Source: an optimization exercise on an open RTL-to-GDS flow (aim: small area, a short achievable clock period and few clock cycles per item). Production flows keep margins and buffers that such runs may drop.
In this exercise RTL edits were held to simulation tests only and were not proved equivalent to the original.
Power and IR drop assume default switching activity.

==> build 97 <==
==> flow/design.v <==
module muldiv_div_core (
    input  logic [36:0] x,
    input  logic [36:0] y,
    input  logic        inv,
    input  logic        cin,
    output logic [36:0] s
);
    assign s = x + (y ^ {37{inv}}) + {36'd0, cin};
endmodule
module muldiv_unit (
    input  logic        clk,
    input  logic        rst,
    input  logic        start,
    input  logic [2:0]  op,
    input  logic [31:0] a,
    input  logic [31:0] b,
    input  logic        flush,
    output logic        busy,
    output logic        done,
    output logic        div_by_zero,
    output logic [31:0] hi,
    output logic [31:0] lo
);
    localparam logic [2:0] OP_MULT  = 3'd0;
    localparam logic [2:0] OP_MULTU = 3'd1;
    localparam logic [2:0] OP_DIV   = 3'd2;
    localparam logic [2:0] OP_DIVU  = 3'd3;
    localparam logic [2:0] OP_MTHI  = 3'd4;
    localparam logic [2:0] OP_MTLO  = 3'd5;
    logic st_nega;    
    logic st_dtest;   
    logic st_dstep;   
    logic st_mul;     
    logic st_mfin;    
    logic st_negq;    
    logic st_negr;    
    logic [5:0]  n;           
    logic [32:0] R;           
    logic [31:0] Q;           
    logic [32:0] D;           
    logic        prev;        
    logic        multu_top;   
    logic        neg_q, neg_r, b_zero;
    logic sgn, accept;
    assign sgn    = (op == OP_MULT) || (op == OP_DIV);
    assign accept = !busy && start && !flush;
    logic [36:0] m37, p0, p1, r37, csa_s, csa_c;
    logic        one0, two0, neg0, one1, two1, neg1;
    assign m37  = {{4{D[32]}}, D};
    assign r37  = {{4{R[32]}}, R};
    function automatic logic [5:0] bdec(input logic [3:0] q, input logic pb);
        bdec = {q[0] ^ pb,
                (q[1] & ~q[0] & ~pb) | (~q[1] & q[0] & pb),
                q[1],
                q[2] ^ q[1],
                (q[3] & ~q[2] & ~q[1]) | (~q[3] & q[2] & q[1]),
                q[3]};
    endfunction
    logic [5:0] bd, bd_nx;
    assign {one0, two0, neg0, one1, two1, neg1} = bd;
    assign p0   = (one0 ? m37 : two0 ? {m37[35:0], 1'b0} : 37'd0) ^ {37{neg0}};
    assign p1   = (one1 ? {m37[34:0], 2'b00} : two1 ? {m37[33:0], 3'b000} : 37'd0) ^ {37{neg1}};
    assign csa_s = r37 ^ p0 ^ p1;
    assign csa_c = {(r37[35:0] & p0[35:0]) | (r37[35:0] & p1[35:0]) | (p0[35:0] & p1[35:0]), neg0};
    logic [36:0] ax, ay, s;
    logic        ainv, acin;
    logic [36:0] dx;
    assign dx   = {{4{D[32]}}, D};
    assign ax   = st_dstep ? {4'b0000, R[31:0], Q[31]} :
                  st_dtest ? {5'b00000, R[23:0], Q[31:24]} :
                  st_mul   ? csa_s :
                  st_mfin  ? r37 : 37'd0;
    assign ay   = (st_dstep | st_dtest | st_mfin) ? dx :
                  st_mul  ? csa_c :
                  st_negr ? {5'b00000, R[31:0]} :
                            {5'b00000, Q};
    assign ainv = (st_dstep | st_dtest) ? ~D[32] :
                  (st_mul | st_mfin) ? 1'b0 : 1'b1;
    assign acin = (st_dstep | st_dtest) ? ~D[32] :
                  st_mul  ? neg1 :
                  st_mfin ? 1'b0 : 1'b1;
    muldiv_div_core u_add (.x(ax), .y(ay), .inv(ainv), .cin(acin), .s(s));
    logic ge;         
    logic tpass;      
    logic [32:0] cx;
    logic [34:0] cmp;
    assign cx    = st_dstep ? {R[31:0], Q[31]} : {9'd0, R[23:0], Q[31:24]};
    assign cmp   = {2'b00, cx} + ({{2{D[32]}}, D} ^ {35{~D[32]}}) + {34'd0, ~D[32]};
    assign ge    = ~cmp[34];
    assign tpass = cmp[34];
    logic [3:0] zb;
    logic       mskip;
    assign zb[0] = (Q[7:0]   == {8{prev}});
    assign zb[1] = (Q[15:8]  == {8{prev}});
    assign zb[2] = (Q[23:16] == {8{prev}});
    assign zb[3] = (Q[31:24] == {8{prev}});
    assign mskip = !multu_top && (
                   n[5]           ? (&zb) :
                   (n[4] & n[3])  ? (&zb[2:0]) :
                   n[4]           ? (&zb[1:0]) :
                   n[3]           ? zb[0] : 1'b0) && (n[2:0] == 3'd0);
    assign bd_nx = !busy ? bdec(a[3:0], 1'b0) :
                   mskip ? bdec(Q[11:8], prev) : bdec(Q[7:4], Q[3]);
    logic [32:0] R_nx;
    logic [31:0] Q_nx;
    assign R_nx = !busy   ? 33'd0 :
                  st_dtest ? (tpass ? {9'd0, R[23:0]} << 8 | {25'd0, Q[31:24]} : R) :
                  st_dstep ? {1'b0, ge ? s[31:0] : {R[30:0], Q[31]}} :
                  st_mul   ? (mskip ? {{8{R[32]}}, R[32:8]} : s[36:4]) :
                  (st_mfin | st_negr) ? {1'b0, s[31:0]} : R;
    assign Q_nx = !busy   ? a :
                  st_dtest ? (tpass ? {Q[23:0], 8'd0} : Q) :
                  st_dstep ? {Q[30:0], ge} :
                  st_mul   ? (mskip ? {R[7:0], Q[31:8]} : {s[3:0], Q[31:4]}) :
                  (st_nega | st_negq) ? s[31:0] : Q;
    logic dlast, mlast, fixq, fixr, fin;
    assign fixq  = neg_q & !b_zero;
    assign fixr  = neg_r;
    assign dlast = (st_dtest & tpass & (n == 6'd8)) | (st_dstep & (n == 6'd1));
    assign mlast = st_mul & (mskip ? (n == 6'd8) : (n == 6'd4));
    assign fin   = (dlast & !fixq & !fixr) | (mlast & !multu_top) |
                   (st_negq & !fixr) | st_mfin | st_negr;
    logic acc_mul, acc_div;
    assign acc_mul = accept && (op == OP_MULT || op == OP_MULTU);
    assign acc_div = accept && (op == OP_DIV || op == OP_DIVU);
    always_ff @(posedge clk) begin
        R <= R_nx;
        Q <= Q_nx;
        bd <= bd_nx;
        if (!busy) begin
            D         <= {sgn & b[31], b};
            neg_q     <= sgn & (a[31] ^ b[31]);
            neg_r     <= sgn & a[31];
            b_zero    <= (b == 32'd0);
            multu_top <= (op == OP_MULTU) && a[31];
            prev      <= 1'b0;
        end else if (st_mul && !mskip) begin
            prev      <= Q[3];
        end
    end
    always_ff @(posedge clk or negedge rst) begin
        if (!rst) begin
            busy        <= 1'b0;
            st_nega     <= 1'b0;
            st_dtest    <= 1'b0;
            st_dstep    <= 1'b0;
            st_mul      <= 1'b0;
            st_mfin     <= 1'b0;
            st_negq     <= 1'b0;
            st_negr     <= 1'b0;
            n           <= '0;
            done        <= 1'b0;
            div_by_zero <= 1'b0;
            hi          <= '0;
            lo          <= '0;
        end else begin
            done <= 1'b0;
            if (!busy) begin
                n <= 6'd32;
            end else if (st_dstep) begin
                n <= n - 6'd1;
            end else if (st_dtest) begin
                if (tpass) n <= n - 6'd8;
            end else if (st_mul) begin
                n <= n - (mskip ? 6'd8 : 6'd4);
            end
            if (flush || fin) begin
                busy     <= 1'b0;
                st_nega  <= 1'b0;
                st_dtest <= 1'b0;
                st_dstep <= 1'b0;
                st_mul   <= 1'b0;
                st_mfin  <= 1'b0;
                st_negq  <= 1'b0;
                st_negr  <= 1'b0;
            end else if (!busy) begin
                busy     <= acc_mul | acc_div;
                st_mul   <= acc_mul;
                st_nega  <= acc_div & (op == OP_DIV) & a[31];
                st_dtest <= acc_div & !((op == OP_DIV) & a[31]);
            end else begin
                if (st_nega) begin
                    st_nega  <= 1'b0;
                    st_dtest <= 1'b1;
                end
                if (st_dtest && (!tpass || n == 6'd8)) begin
                    st_dtest <= 1'b0;
                    st_dstep <= !tpass;
                    st_negq  <= tpass & fixq;
                    st_negr  <= tpass & !fixq & fixr;
                end
                if (st_dstep && n == 6'd1) begin
                    st_dstep <= 1'b0;
                    st_negq  <= fixq;
                    st_negr  <= !fixq & fixr;
                end
                if (mlast) begin
                    st_mul   <= 1'b0;
                    st_mfin  <= multu_top;
                end
                if (st_negq) begin
                    st_negq  <= 1'b0;
                    st_negr  <= fixr;
                end
            end
            if (accept) begin
                div_by_zero <= 1'b0;
                if (op == OP_MTHI) hi <= a;
                if (op == OP_MTLO) lo <= a;
            end
            if (fin && !flush) begin
                hi          <= R_nx[31:0];
                lo          <= Q_nx;
                done        <= 1'b1;
                div_by_zero <= b_zero & (dlast | st_negr);
            end
        end
    end
endmodule
==> flow/flow/run.sh <==
#!/bin/bash
set -euo pipefail
bash standard.sh SETUP_SLACK_MARGIN=10 "BUFFER_PORTS_ARGS=-buffer_cell sky130_fd_sc_hd__buf_1" finish > make_finish.log 2>&1
==> flow/standard.sh <==
#!/bin/bash
# synth_recipe.tcl (not shown) runs the flow's synth.tcl, then flattens the netlist and writes it again
# the make line also repeats each setting of config.mk as NAME=value (left out here)
make -C /OpenROAD-flow-scripts/flow DESIGN_CONFIG=/design/flow/config.mk WORK_HOME=/design/flow/orfs CLKGATE_MAP_FILE= SYNTH_SCRIPT=/design/flow/synth_recipe.tcl "${@:-finish}"
==> flow/config.mk <==
export PLATFORM = sky130hd
export DESIGN_NAME = muldiv_unit
export DESIGN_NICKNAME = muldiv_unit
export VERILOG_FILES = /design/flow/design.v
export SDC_FILE = /design/flow/constraint.sdc
export NUM_CORES = 4
export LEC_CHECK = 0
export ABC_AREA = 1
export CAP_MARGIN = 20
export CORE_MARGIN = 2
export CORE_UTILIZATION = 45
export PLACE_DENSITY = 0.5
export SLEW_MARGIN = 20
==> flow/constraint.sdc <==
create_clock -name core_clock -period 14.5 [get_ports {clk}]
set_input_delay 2.9000 -clock core_clock [delete_from_list [all_inputs] [get_ports {clk}]]
set_output_delay 2.9000 -clock core_clock [all_outputs]
set_load 0.01 [all_outputs]
==> build 64 (differences from build 97) <==
--- a/flow/design.v
+++ b/flow/design.v
@@ -83,10 +83,6 @@
     logic ge;         
     logic tpass;      
-    logic [32:0] cx;
-    logic [34:0] cmp;
-    assign cx    = st_dstep ? {R[31:0], Q[31]} : {9'd0, R[23:0], Q[31:24]};
-    assign cmp   = {2'b00, cx} + ({{2{D[32]}}, D} ^ {35{~D[32]}}) + {34'd0, ~D[32]};
-    assign ge    = ~cmp[34];
-    assign tpass = cmp[34];
+    assign ge    = ~s[36];
+    assign tpass = s[36];
     logic [3:0] zb;
     logic       mskip;
==> flow/run.sh (new file) <==
#!/bin/bash
# synth_recipe.tcl (not shown) runs the flow's synth.tcl, then flattens the netlist and writes it again
# the make line also repeats each setting of config.mk as NAME=value (left out here)
make -C /OpenROAD-flow-scripts/flow DESIGN_CONFIG=/design/flow/config.mk WORK_HOME=/design/flow/orfs CLKGATE_MAP_FILE= SYNTH_SCRIPT=/design/flow/synth_recipe.tcl finish
--- a/flow/config.mk
+++ b/flow/config.mk
@@ -11,3 +11,4 @@
 export CORE_UTILIZATION = 45
 export PLACE_DENSITY = 0.5
+export SETUP_SLACK_MARGIN = 5
 export SLEW_MARGIN = 20
removed: flow/flow/run.sh
removed: flow/standard.sh
==> notes <==
In sequential power, build 97 and build 64 hardly differ. Of build 64 and build 97, build 64 has the higher critical path depth (gap 1). In flip-flop and latch count, build 64 and build 97 do not differ. Die area: build 64 is lower than build 97 (about 6%).
Testbench counts of build 97, summed over its fixed seeds: cycles 21,976, ops 2,400.
Testbench counts of build 64, summed over its fixed seeds: cycles 21,976, ops 2,400.

==> re-timing with driven ports <==
The flow's constraints put no driver on any port. The routed layouts listed below were extracted and timed again, unchanged, in two steps.
Step 1 (the two cells are an assumption about what drives the block):
set clk [get_ports {clk}]
set_driving_cell -lib_cell sky130_fd_sc_hd__clkbuf_16 $clk
set_driving_cell -lib_cell sky130_fd_sc_hd__buf_2 [delete_from_list [all_inputs] $clk]
Step 2, shift: input delay + t, output delay - t, t = (earliest + latest rising clock arrival at the registers) / 2. This alone moves slack from input paths to output paths.
Three values: ideal ports, drivers, drivers and shift; two values: the first two.
run	t, ns	setup WS [ns]	worst register clock-pin slew, ns
build 97	0.560	9.970 / 9.970 / 9.638	0.09 / 0.09
build 64	0.529	7.289 / 7.289 / 7.289	0.08 / 0.08
After both steps setup and hold are still met in every run listed. The setup slack of build 97, which loses most, moves by 0.000 ns with the drivers and by -0.332 ns with both steps.
